This is an optimization exercise on Yosys and OpenROAD, whose aim is small area, a short achievable clock period and few clock cycles per item, not a production implementation. Where RTL was checked, it was by simulation tests only, not by an equivalence proof against the original.

==> inputs of maple <==
## grid_liquid_diffusion_step_unit
module grid_liquid_diffusion_step_unit #(
	parameter int MAX_WIDTH   = gdiff_pkg::MAX_WIDTH_DEF,
	parameter int AMOUNT_BITS = gdiff_pkg::AMOUNT_BITS_DEF,
	localparam int DATA_W     = ((AMOUNT_BITS + 7) / 8) * 8
) (
	input  logic                              clk,
	input  logic                              arst_n,
	input  logic                              s_axis_tvalid,
	output logic                              s_axis_tready,
	input  logic [DATA_W-1:0]                 s_axis_tdata,    
	output logic                              m_axis_tvalid,
	input  logic                              m_axis_tready,
	output logic [DATA_W-1:0]                 m_axis_tdata,    
	output logic                              m_axis_tlast,
	input  logic                              cfg_valid,
	output logic                              cfg_ready,
	input  logic [gdiff_pkg::CFG_INDEX_W-1:0] cfg_index,
	input  logic [gdiff_pkg::CFG_DATA_W-1:0]  cfg_data
);
clock: 7.0 ns
lec_check: 0
cap_margin: 20
core_margin: 2
core_utilization: 40
setup_slack_margin: 4.0
slew_margin: 20
run.sh (not shown) runs the stock make flow with config.mk's settings and CLKGATE_MAP_FILE= SYNTH_SCRIPT=/design/flow/synth_recipe.tcl, a recipe that flattens the netlist after the stock synthesis.
==> amber: changes against maple <==
SETUP_SLACK_MARGIN = 3.0   (was 4.0)
==> run notes <==
metric                                                                           amber                          maple
Instance area at placement                                                  53100 um^2                     53600 um^2
Setup slack of the worst register-to-register path                             2.63 ns                        2.69 ns
Length of routed wiring on met1                                               45500 um                       47500 um
Run status                                                     complete, no violations        complete, no violations
Buffers inserted during post-CTS setup optimization                                 28                            142
Fraction of met3 tracks used by global routing                                   2.87%                          2.97%
Startpoint of the tightest hold check path               u_sring.ring_q[20][3]$_DFF_P_  u_sring.ring_q[17][2]$_DFF_P_
Number of clock-tree buffers in the layout                                         196                            193
Fraction of area in multi-input gates                                            31.0%                          32.1%
Multi-input gate area                                                       18400 um^2                     19900 um^2
Number of cells on the critical path                                                20                             19
End point of the most critical hold path                 u_sring.ring_q[19][3]$_DFF_P_  u_sring.ring_q[16][2]$_DFF_P_
Crit share post-route                                                            62.4%                          61.6%
Function was not checked in any run of this note: the RTL went through the layout flow alone.


==> build 56: inputs <==
grid_liquid_diffusion_step_unit, a different RTL version from the one above (not shown whole).
==> module gdiff_add, before the edit <==
module gdiff_add #(
	parameter int W = 16
) (
	input  logic [W-1:0] a,
	input  logic [W-1:0] b,
	input  logic         cin,
	output logic [W-1:0] sum,
	output logic         cout
);
	localparam int N = W + 1;        
	localparam int L = $clog2(N);
	logic [N-1:0] g [L+1];
	logic [N-1:0] p [L+1];
	assign g[0] = {a & b, cin};
	assign p[0] = {a ^ b, 1'b0};
	for (genvar l = 0; l < L; l++) begin : g_lvl
		for (genvar i = 0; i < N; i++) begin : g_bit
			if (((i >> l) & 1) == 1) begin : g_op
				localparam int J = ((i >> l) << l) - 1;
				assign g[l+1][i] = g[l][i] | (p[l][i] & g[l][J]);
				assign p[l+1][i] = p[l][i] & p[l][J];
			end else begin : g_pass
				assign g[l+1][i] = g[l][i];
				assign p[l+1][i] = p[l][i];
			end
		end
	end
	assign sum  = p[0][N-1:1] ^ g[L][N-2:0];
	assign cout = g[L][N-1];
endmodule
clock: 7.0 ns
lec_check: 0
abc_clock_period_in_ps: 2000
cap_margin: 20
core_margin: 2
core_utilization: 40
setup_slack_margin: 4.0
slew_margin: 20
==> inputs of trial 21, as changes to build 56 <==
ABC_CLOCK_PERIOD_IN_PS = default   (was 2000)
==> inputs of trial 6, as changes to build 56 <==
--- a/flow/design.v
+++ b/flow/design.v
@@ -678,22 +678,3 @@
 );
-	localparam int N = W + 1;        
-	localparam int L = $clog2(N);
-	logic [N-1:0] g [L+1];
-	logic [N-1:0] p [L+1];
-	assign g[0] = {a & b, cin};
-	assign p[0] = {a ^ b, 1'b0};
-	for (genvar l = 0; l < L; l++) begin : g_lvl
-		for (genvar i = 0; i < N; i++) begin : g_bit
-			if (((i >> l) & 1) == 1) begin : g_op
-				localparam int J = ((i >> l) << l) - 1;
-				assign g[l+1][i] = g[l][i] | (p[l][i] & g[l][J]);
-				assign p[l+1][i] = p[l][i] & p[l][J];
-			end else begin : g_pass
-				assign g[l+1][i] = g[l][i];
-				assign p[l+1][i] = p[l][i];
-			end
-		end
-	end
-	assign sum  = p[0][N-1:1] ^ g[L][N-2:0];
-	assign cout = g[L][N-1];
+	assign {cout, sum} = {1'b0, a} + {1'b0, b} + (W + 1)'(cin);
 endmodule
ABC_CLOCK_PERIOD_IN_PS = default   (was 2000)
==> inputs of trial 35, as changes to build 56 <==
ABC_CLOCK_PERIOD_IN_PS = default   (was 2000)
SETUP_SLACK_MARGIN = 4.5   (was 4.0)
==> qor summary <==
| item | trial 21 | trial 6 | trial 35 | build 56 |
|---|---|---|---|---|
| Non-filler instance count after layout | 6346 | 6626 | 6425 | 6346 |
| Height of the die | 362 µm | 365 µm | 362 µm | 362 µm |
| Worst Reg-to-Reg Cells | 19 | 17 | 18 | 19 |
| Mapped Nets | 4628 | 4758 | 4628 | 4628 |
| Tightest Pin Transition | 964 ps | 1050 ps | 1130 ps | 964 ps |
| Detailed placer's ending HPWL | 66300 µm | 71100 µm | 66700 µm | 66300 µm |
| Non-clock inverter count in the final layout | 299 | 292 | 299 | 299 |
| Outcome | no timing/DRC/antenna violations | no timing/DRC/antenna violations | no timing/DRC/antenna violations | no timing/DRC/antenna violations |
| Die area | 131000 µm² | 133000 µm² | 131000 µm² | 131000 µm² |
| Arithmetic-cell share of the synthesized area counting full adders, half adders and majority gates | 10.2% | 9.35% | 10.2% | 10.2% |
| Routed metal-1 wirelength | 50000 µm | 52200 µm | 49600 µm | 50000 µm |
| Synthesized cell area | 51300 µm² | 52000 µm² | 51300 µm² | 51300 µm² |
No run of this note included a check of the RTL's function; only the layout flow was run.


==> run a: inputs <==
grid_liquid_diffusion_step_unit, a different RTL version from the one above (not shown whole).
clock: 7.0 ns
lec_check: 0
cap_margin: 20
core_margin: 2
core_utilization: 55
cts_cluster_diameter: 100
cts_cluster_size: 28
place_density: 0.7
setup_slack_margin: 3.75
slew_margin: 20
==> run b (differences from run a) <==
CORE_UTILIZATION = 40   (was 55)
PLACE_DENSITY = not set   (was 0.7)
==> run c (differences from run a) <==
--- a/flow/design.v
+++ b/flow/design.v
@@ -4,11 +4,11 @@
 	localparam int CFG_INDEX_W = 2;
 	localparam int CFG_DATA_W  = 16;
 	localparam int GRID_W_BITS = 6;
 	localparam int GRID_H_BITS = 16;
 	localparam int RATE_BITS   = 16;
-	localparam int OUT_SLOTS = 7;
+	localparam int OUT_SLOTS = 6;
 	localparam int ZW = 18;
 endpackage
 module gdiff_div (
 	input  logic        clk,
 	input  logic        arst_n,
@@ -83,11 +83,11 @@
 			one[i] <= mb[2*i+1] ^ mb[2*i];
 			two[i] <= (mb[2*i+2] & !mb[2*i+1] & !mb[2*i]) | (!mb[2*i+2] & mb[2*i+1] & mb[2*i]);
 			neg[i] <= mb[2*i+2] & !(mb[2*i+1] & mb[2*i]);
 		end
 	end
-	assign hold  = (cnt_q > 5'd1);
+	assign hold  = (cnt_q != '0);
 	assign shift = l_q;
 endmodule
 module gdiff_mul (
 	input  logic [15:0] a,
 	input  logic [8:0]  one,
@@ -727,13 +727,10 @@
 	assign rate_take  = cfg_take && (cfg_index == 2'd2);
 	assign produce    = fiss || (acc && !top_q);
 	assign tok_col    = start_free ? '0 : pa_q;
 	assign s_axis_tready = tready_q;
 	assign cfg_ready     = cready_q;
-	logic [RW-1:0] resv_inc, resv_dec;
-	assign resv_inc = resv_q + RW'(1);
-	assign resv_dec = resv_q - RW'(1);
 	logic          fpend_nf;
 	logic [CW-1:0] fcol_nf;
 	assign fpend_nf = fpend_q && !(fiss && (fcol_q == wl_q));
 	assign fcol_nf  = fiss ? fcol_q + CW'(1) : fcol_q;
 	logic [CW-1:0] col_a;
@@ -775,11 +772,11 @@
 		top_n      = top_q;
 		sec_n      = sec_q;
 		bot_n      = bot_q;
 		fpend_n    = fpend_nf;
 		fcol_n     = fcol_nf;
-		resv_n     = produce ? (pop ? resv_q : resv_inc) : (pop ? resv_dec : resv_q);
+		resv_n     = resv_q + RW'(produce) - RW'(pop);
 		pa_n       = pa_1;
 		if (acc) begin
 			col_n = col_a;
 			row_n = row_a;
 			top_n = top_a;
@@ -815,38 +812,30 @@
 					den_n = (cfg_data == '0) ? AB'(1) : cfg_data;
 				end
 			endcase
 		end
 	end
-	logic col0, wrap, pc_n, cf_lt, cf_le, cf_lt1, pf_n, pa_last;
-	logic cflt_n, pf_nn, cflt_a, pf_a;
+	function automatic logic can_take(input logic top, input logic [CW-1:0] col,
+			input logic [CW-1:0] pa, input logic fpend, input logic [CW-1:0] fcol,
+			input logic slot);
+		can_take = (top && (col == '0) && !fpend)
+			|| ((pa == col) && (top ? (!fpend || (col < fcol) || ((pa == fcol) && slot))
+				: slot));
+	endfunction
 	logic slot_n0, slot_a0;
 	logic t_n0, t_n1, t_a0, t_a1;
 	logic slot_n, slot_a;
 	logic t_sel;
 	always_comb begin
-		col0    = (col_q == '0);
-		wrap    = (col_q == wl_q);
-		pc_n    = (pa_1 == col_q);
-		cf_lt   = (col_q < fcol_q);
-		cf_le   = (col_q <= fcol_q);
-		cf_lt1  = ({1'b0, col_q} + 6'd1 < {1'b0, fcol_q});
-		pf_n    = (pa_1 == fcol_q);
-		pa_last = (pa_q == CW'(MAX_WIDTH - 1));
-		cflt_n  = fiss ? cf_le : cf_lt;
-		pf_nn   = fiss || pf_n;
-		cflt_a  = fiss ? cf_lt : cf_lt1;
-		pf_a    = fiss || pf_n;
-		t_n0    = (top_q && col0 && !fpend_nf)
-			|| (pc_n && (top_q ? (!fpend_nf || cflt_n) : 1'b0));
-		t_n1    = (top_q && col0 && !fpend_nf)
-			|| (pc_n && (top_q ? (!fpend_nf || cflt_n || pf_nn) : 1'b1));
-		t_a0    = wrap ? 1'b0 : (top_q ? (!fpend_nf || cflt_a) : 1'b0);
-		t_a1    = wrap ? (pa_last && !start_free)
-			: (top_q ? (!fpend_nf || cflt_a || pf_a) : 1'b1);
 		slot_n0 = fiss ? lt_d1 : lt_d0;
 		slot_a0 = top_q ? slot_n0 : (fiss ? lt_d2 : lt_d1);
+		t_n0    = can_take(top_q, col_q, pa_1, fpend_nf, fcol_nf, 1'b0);
+		t_n1    = can_take(top_q, col_q, pa_1, fpend_nf, fcol_nf, 1'b1);
+		t_a0    = can_take(top_a, col_a, pa_a, fend_a || fpend_nf, fend_a ? '0 : fcol_nf,
+			1'b0);
+		t_a1    = can_take(top_a, col_a, pa_a, fend_a || fpend_nf, fend_a ? '0 : fcol_nf,
+			1'b1);
 		slot_n  = pop || slot_n0;
 		slot_a  = top_q ? slot_n : (pop ? slot_n0 : slot_a0);
 		if (cfg_take) begin
 			t_sel = (cfg_index == 2'd3) ? (slot_n ? t_n1 : t_n0) : 1'b1;
 		end else if (acc) begin
@@ -900,42 +889,22 @@
 		.one    (b_one),
 		.two    (b_two),
 		.neg    (b_neg),
 		.shift  (l_sh)
 	);
-	logic          vt_q, ft_q;
-	logic [AB-1:0] at_q;
-	logic          lmt_q, rmt_q, topt_q;
-	logic [2:0]    kt_q;
-	logic          lm_t, rm_t, uptop_t;
-	assign lm_t    = (tok_col == '0);
-	assign rm_t    = (tok_col == wl_q);
-	assign uptop_t = fiss ? (hl_q == '0) : sec_q;
-	always_ff @(posedge clk or negedge arst_n) begin
-		if (!arst_n) begin
-			vt_q <= 1'b0;
-			ft_q <= 1'b0;
-		end else begin
-			vt_q <= acc;
-			ft_q <= fiss;
-		end
-	end
-	always_ff @(posedge clk) begin
-		at_q   <= s_axis_tdata[AB-1:0];
-		lmt_q  <= lm_t;
-		rmt_q  <= rm_t;
-		topt_q <= top_q;
-		kt_q   <= 3'(!fiss) + 3'(!uptop_t) + 3'(!lm_t) + 3'(!rm_t);
-	end
 	logic          v0_q, f0_q;
 	logic [AB-1:0] a0_q;
 	logic [34:0]   ms0_q, mc0_q;
 	logic          lm0_q, rm0_q, top0_q;
 	logic [2:0]    k0_q;
+	logic          lm_t, rm_t, uptop_t;
 	logic [34:0]   ms, mc;
+	assign lm_t    = (tok_col == '0);
+	assign rm_t    = (tok_col == wl_q);
+	assign uptop_t = fiss ? (hl_q == '0) : sec_q;
 	gdiff_mul u_mul (
-		.a   (at_q),
+		.a   (s_axis_tdata[AB-1:0]),
 		.one (b_one),
 		.two (b_two),
 		.neg (b_neg),
 		.s   (ms),
 		.c   (mc)
@@ -943,22 +912,22 @@
 	always_ff @(posedge clk or negedge arst_n) begin
 		if (!arst_n) begin
 			v0_q <= 1'b0;
 			f0_q <= 1'b0;
 		end else begin
-			v0_q <= vt_q;
-			f0_q <= ft_q;
+			v0_q <= acc;
+			f0_q <= fiss;
 		end
 	end
 	always_ff @(posedge clk) begin
-		a0_q   <= at_q;
+		a0_q   <= s_axis_tdata[AB-1:0];
 		ms0_q  <= ms;
 		mc0_q  <= mc;
-		lm0_q  <= lmt_q;
-		rm0_q  <= rmt_q;
-		top0_q <= topt_q;
-		k0_q   <= kt_q;
+		lm0_q  <= lm_t;
+		rm0_q  <= rm_t;
+		top0_q <= top_q;
+		k0_q   <= 3'(!fiss) + 3'(!uptop_t) + 3'(!lm_t) + 3'(!rm_t);
 	end
 	logic          v1_q, f1_q;
 	logic [16:0]   t1_q;
 	logic [AB:0]   au1_q;
 	logic [ZW:0]   zr1_q;
CORE_UTILIZATION = 40   (was 55)
CTS_CLUSTER_SIZE = 24   (was 28)
PLACE_DENSITY = not set   (was 0.7)
SETUP_SLACK_MARGIN = 4.0   (was 3.75)
==> run d (differences from run a) <==
--- a/flow/design.v
+++ b/flow/design.v
@@ -689,14 +689,14 @@
 	localparam int PB = (NB > 1) ? $clog2(NB) : 1;
 	localparam int RW = $clog2(D + 2);
 	localparam int ZW = gdiff_pkg::ZW;
 	localparam int SW = ZW + 2;
 	logic [CW-1:0] wl_q, wl_n;
-	logic [HB-1:0] hl_q, hl_n;
+	logic [HB-1:0] ht_q, ht_n;
 	logic [AB-1:0] den_q, den_n;
 	logic [CW-1:0] col_q, col_n;
-	logic [HB-1:0] row_q, row_n;
+	logic [HB-1:0] rl_q, rl_n;
 	logic          top_q, top_n;
 	logic          sec_q, sec_n;
 	logic          bot_q, bot_n;
 	logic [CW-1:0] pa_q, pa_n;
 	logic          fpend_q, fpend_n;
@@ -735,55 +735,55 @@
 	logic          fpend_nf;
 	logic [CW-1:0] fcol_nf;
 	assign fpend_nf = fpend_q && !(fiss && (fcol_q == wl_q));
 	assign fcol_nf  = fiss ? fcol_q + CW'(1) : fcol_q;
 	logic [CW-1:0] col_a;
-	logic [HB-1:0] row_a;
+	logic [HB-1:0] rl_a;
 	logic          top_a, sec_a, bot_a, fend_a;
 	logic [CW-1:0] pa_a;
 	logic [CW-1:0] pa_1;
 	always_comb begin
 		col_a  = col_q + CW'(1);
-		row_a  = row_q;
+		rl_a   = rl_q;
 		top_a  = top_q;
 		sec_a  = sec_q;
 		bot_a  = bot_q;
 		fend_a = 1'b0;
 		if (col_q == wl_q) begin
 			col_a = '0;
 			if (bot_q) begin
-				row_a  = '0;
+				rl_a   = ht_q;
 				top_a  = 1'b1;
 				sec_a  = 1'b0;
-				bot_a  = (hl_q == '0);
+				bot_a  = (ht_q == HB'(1));
 				fend_a = 1'b1;
 			end else begin
-				row_a = row_q + HB'(1);
+				rl_a  = rl_q - HB'(1);
 				top_a = 1'b0;
 				sec_a = top_q;
-				bot_a = ((row_q + HB'(1)) == hl_q);
+				bot_a = (rl_q == HB'(2));
 			end
 		end
 		pa_1 = pa_q + CW'(1);
 		pa_a = start_free ? CW'(1) : pa_1;
 	end
 	always_comb begin
 		wl_n       = wl_q;
-		hl_n       = hl_q;
+		ht_n       = ht_q;
 		den_n      = den_q;
 		col_n      = col_q;
-		row_n      = row_q;
+		rl_n       = rl_q;
 		top_n      = top_q;
 		sec_n      = sec_q;
 		bot_n      = bot_q;
 		fpend_n    = fpend_nf;
 		fcol_n     = fcol_nf;
 		resv_n     = produce ? (pop ? resv_q : resv_inc) : (pop ? resv_dec : resv_q);
 		pa_n       = pa_1;
 		if (acc) begin
 			col_n = col_a;
-			row_n = row_a;
+			rl_n  = rl_a;
 			top_n = top_a;
 			sec_n = sec_a;
 			bot_n = bot_a;
 			pa_n  = pa_a;
 			if (fend_a) begin
@@ -791,14 +791,14 @@
 				fcol_n  = '0;
 			end
 		end
 		if (cfg_take && (cfg_index != 2'd3)) begin
 			col_n = '0;
-			row_n = '0;
+			rl_n  = ht_q;
 			top_n = 1'b1;
 			sec_n = 1'b0;
-			bot_n = (hl_q == '0);
+			bot_n = (ht_q == HB'(1));
 			case (cfg_index)
 				2'd0: begin
 					if (cfg_data[5:0] == 6'd0) begin
 						wl_n = '0;
 					end else if (cfg_data[5:0] > 6'(MAX_WIDTH)) begin
@@ -806,11 +806,12 @@
 					end else begin
 						wl_n = CW'(cfg_data[5:0] - 6'd1);
 					end
 				end
 				2'd1: begin
-					hl_n  = (cfg_data == '0) ? '0 : cfg_data - HB'(1);
+					ht_n  = (cfg_data == '0) ? HB'(1) : cfg_data;
+					rl_n  = ht_n;
 					bot_n = (cfg_data[HB-1:1] == '0);
 				end
 				default: begin
 					den_n = (cfg_data == '0) ? AB'(1) : cfg_data;
 				end
@@ -859,14 +860,14 @@
 		cready_n = cfg_wait_n && !(acc ? (fend_a || fpend_nf) : fpend_nf);
 	end
 	always_ff @(posedge clk or negedge arst_n) begin
 		if (!arst_n) begin
 			wl_q     <= CW'(MAX_WIDTH - 1);
-			hl_q     <= HB'(31);
+			ht_q     <= HB'(32);
 			den_q    <= AB'(8);
 			col_q    <= '0;
-			row_q    <= '0;
+			rl_q     <= HB'(32);
 			top_q    <= 1'b1;
 			sec_q    <= 1'b0;
 			bot_q    <= 1'b0;
 			pa_q     <= '0;
 			fpend_q  <= 1'b0;
@@ -874,14 +875,14 @@
 			resv_q   <= '0;
 			tready_q <= 1'b0;
 			cready_q <= 1'b0;
 		end else begin
 			wl_q     <= wl_n;
-			hl_q     <= hl_n;
+			ht_q     <= ht_n;
 			den_q    <= den_n;
 			col_q    <= col_n;
-			row_q    <= row_n;
+			rl_q     <= rl_n;
 			top_q    <= top_n;
 			sec_q    <= sec_n;
 			bot_q    <= bot_n;
 			pa_q     <= pa_n;
 			fpend_q  <= fpend_n;
@@ -907,11 +908,11 @@
 	logic          lmt_q, rmt_q, topt_q;
 	logic [2:0]    kt_q;
 	logic          lm_t, rm_t, uptop_t;
 	assign lm_t    = (tok_col == '0);
 	assign rm_t    = (tok_col == wl_q);
-	assign uptop_t = fiss ? (hl_q == '0) : sec_q;
+	assign uptop_t = fiss ? (ht_q == HB'(1)) : sec_q;
 	always_ff @(posedge clk or negedge arst_n) begin
 		if (!arst_n) begin
 			vt_q <= 1'b0;
 			ft_q <= 1'b0;
 		end else begin
@@ -1041,24 +1042,36 @@
 	logic [AB-1:0] s_r;
 	logic [ZW-1:0] base_r;
 	logic [SW-1:0] pre_r;
 	logic          rm_r, top_r;
 	logic [AB-1:0] prev_s_q;
-	logic [AB-1:0] left_m;
 	logic [ZW-1:0] base;
 	logic [SW-1:0] pre;
-	assign left_m = lm1_q ? '0 : (v_r ? s_r : prev_s_q);
+	logic [ZW-1:0] base_s, base_p;
+	logic [AB-1:0] left_s, left_p;
+	assign left_s = lm1_q ? '0 : s_r;
+	assign left_p = lm1_q ? '0 : prev_s_q;
 	gdiff_add #(
 		.W (ZW)
-	) u_add_base (
+	) u_add_base_s (
 		.a    ({1'b0, au1_q}),
-		.b    ({2'b00, left_m}),
+		.b    ({2'b00, left_s}),
 		.cin  (1'b0),
-		.sum  (base),
+		.sum  (base_s),
 		.cout ()
 	);
 	gdiff_add #(
+		.W (ZW)
+	) u_add_base_p (
+		.a    ({1'b0, au1_q}),
+		.b    ({2'b00, left_p}),
+		.cin  (1'b0),
+		.sum  (base_p),
+		.cout ()
+	);
+	assign base = v_r ? base_s : base_p;
+	gdiff_add #(
 		.W (SW)
 	) u_add_pre (
 		.a    ({1'b0, zr1_q}),
 		.b    (~{2'b00, ks1_q}),
 		.cin  (1'b1),
CORE_UTILIZATION = 40   (was 55)
PLACE_DENSITY = not set   (was 0.7)
SETUP_SLACK_MARGIN = 4.0   (was 3.75)
==> comparison table <==
Outcome: run b no timing/DRC/antenna violations; run c no timing/DRC/antenna violations; run a no timing/DRC/antenna violations; run d no timing/DRC/antenna violations
Worst Setup EP: run b resv_q[3]; run c mc0_q[18]; run a bot_q; run d base_r[16]
Total placed cells including tap cells: run b 6201; run c 6204; run a 5709; run d 6147
M1 wire length: run b 47.8 mm; run c 50.8 mm; run a 45.8 mm; run d 51.5 mm
Post-synthesis adder-cell area fraction: run b 0.0876; run c 0.0886; run a 0.0876; run d 0.0888
Clock transition at the registers of the reported paths: run b 100 ps; run c 90 ps; run a 100 ps; run d 110 ps
GR Util met3: run b 0.0194; run c 0.0221; run a 0.0243; run d 0.0233
Final wirelength: run b 102 mm; run c 109 mm; run a 101 mm; run d 110 mm
Final nets: run b 4870; run c 5009; run a 4878; run d 4986
Placed cell area: run b 57200 um2; run c 56900 um2; run a 56500 um2; run d 57100 um2
Vias: run b 30400; run c 31500; run a 30700; run d 31300
Layout buffering overhead excluding clock cells: run b 0.0163; run c 0.0401; run a 0.0186; run d 0.0417
CORE AREA: run b 136000 um2; run c 135000 um2; run a 98600 um2; run d 135000 um2
Synth unique cells: run b 80; run c 113; run a 80; run d 90
Number of buffers created by CTS: run b 70; run c 78; run a 69; run d 71
#MultiIn Comb: run b 2407; run c 2441; run a 2406; run d 2361
Initial Util: run b 0.404; run c 0.402; run a 0.556; run d 0.403
Share of the final layout cell area in sequential cells: run b 0.584; run c 0.546; run a 0.590; run d 0.565
Share of the synthesized area in compound gates (AO/OA/AOI/OAI): run b 0.0892; run c 0.0943; run a 0.0892; run d 0.0896
Setup Crit Path Kind: run b in -> reg; run c in -> reg; run a in -> reg; run d reg -> reg
Synthesis-to-layout area growth: run b 9.20%; run c 14.2%; run a 8.09%; run d 13.9%
Testbench counts of run a, summed over its fixed seeds: cycles 6,896, items 6,464.
Testbench counts of run b, summed over its fixed seeds: cycles 6,896, items 6,464.
Testbench counts of run c, summed over its fixed seeds: cycles 6,896, items 6,464.
Only the layout flow was run in run d; the RTL was not checked for function there.

[port drivers added, routing unchanged]
How much do the figures lean on ideal ports? The routed layouts below were timed once more, with nothing changed but the port constraints. Step 1 sets driving cells, clkbuf_16 on the clock port and buf_2 on the other inputs (assumed; they add their load-dependent delay and slew). Step 2 times the ports against the registers' clock, not the clock port: input delays grow and output delays shrink by t, the midpoint of the rising clock arrivals with the driver on. a / b / c = no drivers / after step 1 / after step 2; a / b = the first two.
run	t, ns	slack for setup (ns)	worst setup path after step 2	cell pins on the clock port's net
maple	0.824	2.689 / 2.689 / 2.689	register to register	1
amber	0.790	2.632 / 2.632 / 2.618	input to register	1
build 56	0.833	2.965 / 2.965 / 2.965	register to register	1
trial 21	0.833	2.965 / 2.965 / 2.965	register to register	1
trial 6	0.807	3.349 / 3.349 / 3.349	register to register	1
trial 35	0.828	3.051 / 3.051 / 3.051	register to register	1
run a	0.720	3.839 / 3.813 / 3.164	input to register	1
run b	0.738	3.822 / 3.853 / 3.132	input to register	1
run c	0.754	3.506 / 3.504 / 2.750	input to register	1
run d	0.772	3.929 / 3.929 / 3.261	input to register	1
After both steps setup and hold are still met in every run listed. For run c, which loses most, drivers alone change the setup slack by -0.002 ns; drivers and shift together by -0.756 ns.
